This design comes from an exercise in tuning for small area, a short achievable clock period and few clock cycles on the open sky130 flow, not from production work.
Only simulation tests tie the RTL to the original design; equivalence was not proved.
Power is estimated from default activity; no workload was simulated.

// dram_responder
module dram_responder (
    input  logic       clk,
    input  logic       rst,
    input  logic [7:0] dram_addr,
    input  logic [7:0] dram_din,
    input  logic       dram_write,
    output logic [7:0] dram_dout,
    input  logic       cpu_idle,
    output logic       host_busy,
    input  logic [7:0] host_in_data,
    input  logic       host_in_valid,
    output logic       host_in_ready,
    output logic [7:0] host_out_data,
    output logic       host_out_valid,
    input  logic       host_out_ready,
    output logic       cmd_err
);
==> module dram_responder_sp_sram, before the edit <==
module dram_responder_sp_sram (
    input  logic       clk,
    input  logic       rst,
    input  logic        we_i,
    input  logic        rsel_i,
    input  logic        wsel_i,
    input  logic [7:0]  caddr_i,
    input  logic [15:0] plo_i,
    input  logic [15:0] phi_i,
    input  logic [7:0]  wdata_i,
    input  logic       re_i,
    output logic [7:0] rdata_o
);
    logic [15:0] lo_n, hi_n, wlo_n, whi_n;
    dram_responder_pdec  u_dec_lo  (.a_i(caddr_i[3:0]), .p_i(plo_i), .sel_i(rsel_i), .y_no(lo_n));
    dram_responder_pdec  u_dec_hi  (.a_i(caddr_i[7:4]), .p_i(phi_i), .sel_i(rsel_i), .y_no(hi_n));
    dram_responder_pdece u_dec_wlo (.a_i(caddr_i[3:0]), .p_i(plo_i), .sel_i(wsel_i), .en_i(we_i),
                                    .y_no(wlo_n));
    dram_responder_pdec  u_dec_whi (.a_i(caddr_i[7:4]), .p_i(phi_i), .sel_i(wsel_i), .y_no(whi_n));
    logic [15:0] wlo_nq, whi_nq;
    logic [7:0]  wd_q;
    always_ff @(posedge clk) begin
        wlo_nq <= wlo_n;
        whi_nq <= whi_n;
        wd_q   <= wdata_i;
    end
    logic [255:0] rsel, wen;
    logic [7:0]   mem_q [256];
    for (genvar i = 0; i < 256; i++) begin : g_word
        dram_responder_nor2 u_wen  (.a(wlo_nq[i % 16]), .b(whi_nq[i / 16]), .y(wen[i]));
        dram_responder_nor2 u_rsel (.a(lo_n[i % 16]), .b(hi_n[i / 16]), .y(rsel[i]));
        always_ff @(posedge clk) begin
            if (wen[i]) mem_q[i] <= wd_q;
        end
    end
    logic hit;
    dram_responder_hit u_hit (.lo_ni(lo_n), .hi_ni(hi_n), .wlo_ni(wlo_nq), .whi_ni(whi_nq), .hit_o(hit));
    logic [7:0] t3 [8];
    for (genvar b = 0; b < 8; b++) begin : g_bit
        logic [31:0] t1;
        logic [15:0] t2_n;
        for (genvar i = 0; i < 32; i++) begin : g_t1
            dram_responder_ao8 u (
                .w({mem_q[8*i+7][b], mem_q[8*i+6][b], mem_q[8*i+5][b], mem_q[8*i+4][b],
                    mem_q[8*i+3][b], mem_q[8*i+2][b], mem_q[8*i+1][b], mem_q[8*i][b]}),
                .s(rsel[8*i +: 8]), .y(t1[i]));
        end
        for (genvar i = 0; i < 16; i++) begin : g_t2
            dram_responder_nor2 u (.a(t1[2*i]), .b(t1[2*i+1]), .y(t2_n[i]));
        end
        for (genvar i = 0; i < 8; i++) begin : g_t3
            dram_responder_nand2 u (.a(t2_n[2*i]), .b(t2_n[2*i+1]), .y(t3[b][i]));
        end
    end
    logic [7:0] byp;
    assign byp = {8{hit}} & wd_q;
    logic [3:0] part_d [8];
    logic [3:0] part_q [8];
    logic [7:0] rd;
    for (genvar b = 0; b < 8; b++) begin : g_part
        dram_responder_o21aib u_p0 (.a(t3[b][0]), .b(t3[b][1]), .c_n(hit), .d(byp[b]),
                                    .y(part_d[b][0]));
        for (genvar i = 1; i < 4; i++) begin : g_p
            dram_responder_o21ai u (.a(t3[b][2*i]), .b(t3[b][2*i+1]), .c_n(hit),
                                   .y(part_d[b][i]));
        end
        always_ff @(posedge clk) begin
            part_q[b] <= part_d[b];
        end
        assign rd[b] = !(&part_q[b]);
    end
    logic       live_q;
    logic [7:0] hold_q;
    always_ff @(posedge clk or posedge rst) begin
        if (rst) begin
            live_q <= 1'b0;
            hold_q <= '0;
        end else begin
            live_q <= re_i;
            hold_q <= rdata_o;
        end
    end
    assign rdata_o = live_q ? rd : hold_q;
endmodule
==> module dram_responder_o21ai, before the edit <==
module dram_responder_o21ai (
    input  logic a, b, c_n,
    output logic y
);
    assign y = !((a || b) && !c_n);
endmodule
==> module dram_responder_o21aib, before the edit <==
module dram_responder_o21aib (
    input  logic a, b, c_n, d,
    output logic y
);
    assign y = !(((a || b) && !c_n) || d);
endmodule
Settings: LEC_CHECK=0, CAP_MARGIN=20, CORE_MARGIN=2, CORE_UTILIZATION=60, PLACE_DENSITY=0.7, SETUP_SLACK_MARGIN=2.5, SLEW_MARGIN=20, SYNTH_HIERARCHICAL=1, SYNTH_MINIMUM_KEEP_SIZE=0, TNS_END_PERCENT=100; clock period 5.5 ns.
standard.sh (not shown) runs the stock make flow with config.mk's settings and CLKGATE_MAP_FILE= SYNTH_SCRIPT=/design/flow/synth_recipe.tcl, a recipe that flattens the netlist after the stock synthesis.
==> flow/flow/run.sh <==
#!/bin/bash
# The standard layout (standard.sh, with the standard synthesis), except
# that the input and output port buffers are plain buffers
# (sky130_fd_sc_hd__buf_4) instead of the delay cell buffer_ports picks by
# default. Every port still gets its own buffer.
set -euo pipefail
bash standard.sh "BUFFER_PORTS_ARGS=-buffer_cell sky130_fd_sc_hd__buf_4" finish > standard.log 2>&1
Testbench counts at the start, summed over its fixed seeds: cycles 22,524.
Then changed:
--- a/flow/design.v
+++ b/flow/design.v
@@ -66,37 +66,32 @@
         for (genvar i = 0; i < 8; i++) begin : g_t3
             dram_responder_nand2 u (.a(t2_n[2*i]), .b(t2_n[2*i+1]), .y(t3[b][i]));
         end
     end
-    logic [7:0] byp;
-    assign byp = {8{hit}} & wd_q;
     logic [3:0] part_d [8];
     logic [3:0] part_q [8];
     logic [7:0] rd;
     for (genvar b = 0; b < 8; b++) begin : g_part
-        dram_responder_o21aib u_p0 (.a(t3[b][0]), .b(t3[b][1]), .c_n(hit), .d(byp[b]),
-                                    .y(part_d[b][0]));
-        for (genvar i = 1; i < 4; i++) begin : g_p
-            dram_responder_o21ai u (.a(t3[b][2*i]), .b(t3[b][2*i+1]), .c_n(hit),
-                                   .y(part_d[b][i]));
+        for (genvar i = 0; i < 4; i++) begin : g_p
+            dram_responder_nor2 u (.a(t3[b][2*i]), .b(t3[b][2*i+1]), .y(part_d[b][i]));
         end
         always_ff @(posedge clk) begin
             part_q[b] <= part_d[b];
         end
         assign rd[b] = !(&part_q[b]);
     end
-    logic       live_q;
-    logic [7:0] hold_q;
+    logic       use_q;
+    logic [7:0] alt_q;
     always_ff @(posedge clk or posedge rst) begin
         if (rst) begin
-            live_q <= 1'b0;
-            hold_q <= '0;
+            use_q <= 1'b0;
+            alt_q <= '0;
         end else begin
-            live_q <= re_i;
-            hold_q <= rdata_o;
+            use_q <= re_i && !hit;
+            alt_q <= re_i ? wd_q : rdata_o;
         end
     end
-    assign rdata_o = live_q ? rd : hold_q;
+    assign rdata_o = use_q ? rd : alt_q;
 endmodule
 module dram_responder_pdec (
     input  logic [3:0]  a_i,
     input  logic [15:0] p_i,
@@ -165,20 +160,8 @@
     output logic        hit_o
 );
     assign hit_o = |(~lo_ni & ~wlo_ni) && |(~hi_ni & ~whi_ni);
 endmodule
-module dram_responder_o21ai (
-    input  logic a, b, c_n,
-    output logic y
-);
-    assign y = !((a || b) && !c_n);
-endmodule
-module dram_responder_o21aib (
-    input  logic a, b, c_n, d,
-    output logic y
-);
-    assign y = !(((a || b) && !c_n) || d);
-endmodule
 module dram_responder_nand2 (
     input  logic a, b,
     output logic y
 );
Outcome: Worst setup slack is better by 20 ps; final area stays flat; power is about the same; hold slack degrades by 63 ps; critical path depth is lower by 2; count of clock-buffer cells in the layout shrinks by 3; sequential share of layout area grows by 0.23 points; wire length is about the same; final cell count is about the same; synthesized area barely changes; fmax rose by 0.63%; die area barely changes; first-iteration DRC count grows by 3.9%.
Testbench counts after the change, summed over its fixed seeds: cycles 22,524.

-- what the ideal ports hide --
How much do the figures lean on ideal ports? The routed layouts below were timed once more, with nothing changed but the port constraints.
Step 1: set_driving_cell puts a clkbuf_16 on clk and a buf_2 on each other input, an assumption about the parent block.
Step 2, shift: input delay + t, output delay - t, t = (earliest + latest rising clock arrival at the registers) / 2. This alone moves slack from input paths to output paths.
Three values: no drivers, after step 1, after step 2; two values: the first two.
run	t, ns	slack for setup (ns)	slew at the worst register clock pin (ns)
the first run	0.907	2.358 / 2.273 / 1.631	0.07 / 0.07
the second run	0.908	2.378 / 2.298 / 1.657	0.07 / 0.07
After both steps every run listed still meets setup and hold. For the first run, which loses most, drivers alone change the setup slack by -0.085 ns; drivers and shift together by -0.727 ns.
